Context: an optimization exercise on an open-source flow, tuned for small area, a short achievable clock period and few clock cycles. The choices shown serve that exercise and are no tape-out recipe.
Only simulation tests tie the RTL to the original design; equivalence was not proved.
No activity file was given, so power comes from the tool's default toggle rates.

## job 101
// work_stealing_deque_top
module work_stealing_deque_top #(
    parameter int DEPTH  = 64,
    parameter int TASK_W = 32,    
    parameter int ACT_W  = 3      
) (
    input  logic                       i_clk,
    input  logic                       i_rst_n,
    input  logic                       i_valid,
    output logic                       o_ready,
    input  logic [ACT_W-1:0]  i_action,
    input  logic [TASK_W-1:0] i_task_req,
    output logic                       o_valid,
    input  logic                       i_ready,
    output logic                       o_ok,
    output logic [TASK_W-1:0] o_task_out,
    output logic [$clog2(DEPTH):0]     o_count,
    output logic                       o_is_empty,
    output logic                       o_is_full
);
Size in the first run: about 4,200 cells after synthesis, about 2,100 flip-flops, roughly 77,000 sq um of cells after synthesis.
export LEC_CHECK = 0
export CAP_MARGIN = 20
export CORE_MARGIN = 2
export CORE_UTILIZATION = 70
export CTS_CLUSTER_DIAMETER = 60
export CTS_CLUSTER_SIZE = 20
export SETUP_SLACK_MARGIN = 3.6
export SLEW_MARGIN = 20
export SYNTH_HIERARCHICAL = 1
export TNS_END_PERCENT = 5
create_clock -name core_clock -period 5.5 [get_ports {i_clk}]
run.sh (not shown) runs the stock make flow with config.mk's settings and CLKGATE_MAP_FILE= SYNTH_SCRIPT=/design/flow/synth_recipe.tcl, a recipe that flattens the netlist after the stock synthesis.
Testbench counts of job 101, summed over its fixed seeds: cycles 12,008.
Here is what was changed in the inputs of job 102 compared with job 101.
- CORE_UTILIZATION now 73, was 70
- CTS_CLUSTER_SIZE now 22, was 20
- SETUP_SLACK_MARGIN now 3.2, was 3.6
- CTS_CLUSTER_DIAMETER now 70, was 60
## What came out
- Having completed the whole flow, job 101 delivered a layout that passed the timing, design-rule and antenna checks.
- Job 102 closes out successfully: all stages finished, all timing, DRC and antenna checks passed.
- Proportion of cell area occupied by multi-input gates delta for job 102 relative to job 101: 0.39 points higher
- In the metrics for job 102 and job 101, the one carrying the higher share of the clock period used by the worst path after layout is job 102.
- Diff job 101 -> job 102 | total vias in the final route | increase of 638
- The slowest cell on the critical path comes out sky130_fd_sc_hd__edfxtp_1 in one run and sky130_fd_sc_hd__nand4_1 in the other, namely in job 101 and job 102 respectively.
- Between job 102 and job 101, the non-clock buffer count is higher for job 101.
- Sort job 102 and job 101 by area added between synthesis and finish, ascending, and job 102 comes first.
- in -> reg as the kind of critical path was reported by job 102, and reg -> out by job 101.
- Going from job 101 to job 102, leakage power lost 0.00073 uW, final net count lost 0.72%, number of non-filler instances in the completed layout lost 1.8%, worst-case hold slack picked up an extra 0.026 ns, number of failing setup endpoints in the final timing report neither gained nor lost much.
- Highest ir drop seen on vdd for job 102 is higher than for job 101.

========
## try-onyx
work_stealing_deque_top again, from the RTL that the note above started with.
clock: 5.5 ns
lec_check: 0
cap_margin: 20
core_margin: 2
core_utilization: 70
cts_cluster_diameter: 80
cts_cluster_size: 24
setup_slack_margin: 3.2
slew_margin: 20
synth_hierarchical: 1
try-onyx | stages: all done | timing, DRC, antenna: all pass
Testbench counts of try-onyx, summed over its fixed seeds: cycles 12,008.
Here is what was changed in the inputs of try-umber compared with try-onyx.
Settings: swapping 80 for 60 in CTS_CLUSTER_DIAMETER; swapping 24 for 20 in CTS_CLUSTER_SIZE; putting TNS_END_PERCENT at 5 where nothing was set.
Findings:
try-umber | stages: all done | timing, DRC, antenna: all pass. try-umber vs try-onyx on net switching power of the design: try-umber is the higher one. Of the two values seen for critical path startpoint, r_b_lo[6] was produced by try-onyx and r_o_task[14] by try-umber. For placed instance area, try-onyx and try-umber come out practically identical. Per the comparison of try-umber with try-onyx, total chip power went up 8.8%, count of clock-buffer cells in the layout moved up. Compared with try-onyx, wire length in try-umber decreased by a few percent. try-umber vs try-onyx on setup slack at placement: try-umber is the higher one. Worst setup path endpoint: o_task_out[14] -> try-umber, r_o_task[22] -> try-onyx.
diff inputs: try-umber => try-cedar
Settings: a change of CTS_CLUSTER_SIZE from 20 to 24; a change of CTS_CLUSTER_DIAMETER from 60 to 80.
Findings:
try-cedar vs try-umber — transition time at the pin with the least slew margin rose 64 ps.
Across both runs, met1 wire length was lower for try-cedar than for try-umber.
Going from try-umber to try-cedar, wire length fell by about 2.3%, final count of pins violating max slew neither gained nor lost much.
The inputs of try-lagoon differ from those of try-cedar as listed below.
Settings: CTS_CLUSTER_DIAMETER changed from 80 to 60; CTS_CLUSTER_SIZE changed from 24 to 20; CORE_UTILIZATION changed from 70 to 76.
==> run summary <==
- try-lagoon: PASS, flow complete, no timing, DRC or antenna violations
- Comparing try-lagoon and try-cedar, clock network fraction of total power is higher on try-lagoon.
- Changes observed in try-lagoon relative to try-cedar: ratio of final minimum period to clock period picked up an extra 2.9 points, power per cell area increased about 9%, setup slack decreased 160 ps, total die area lost 7.8%.
- [compare] base=try-cedar new=try-lagoon: clock buffer count up 33, internal power contribution now sits higher, final hold slack -9.0 ps.

port drivers added, routing unchanged:
The flow's constraints put no driver on any port. The routed layouts listed below were extracted and timed again, unchanged, in two steps.
Step 1, drivers: a clkbuf_16 drives i_clk and a buf_2 each remaining input, both assumed.
Step 2 also shifts input and output timing later by t, the mid clock arrival at the registers, as if the neighbouring blocks saw the same clock.
Slacks: ideal / step 1 / step 2; pairs: ideal / step 1.
run	t (ns)	setup WS [ns]	worst data-port slew with drivers (ns)
job 101	0.868	2.718 / 2.007 / 1.139	1.12
job 102	0.836	2.407 / 1.969 / 1.133	0.67
try-onyx	0.814	2.627 / 2.176 / 1.363	0.76
try-umber	0.861	2.610 / 2.370 / 1.508	0.46
try-cedar	0.826	2.658 / 2.392 / 1.566	0.46
try-lagoon	0.873	2.500 / 2.162 / 1.289	0.49
After both steps setup and hold are still met in every run listed. For job 101, which loses most, drivers alone change the setup slack by -0.711 ns; drivers and shift together by -1.579 ns.
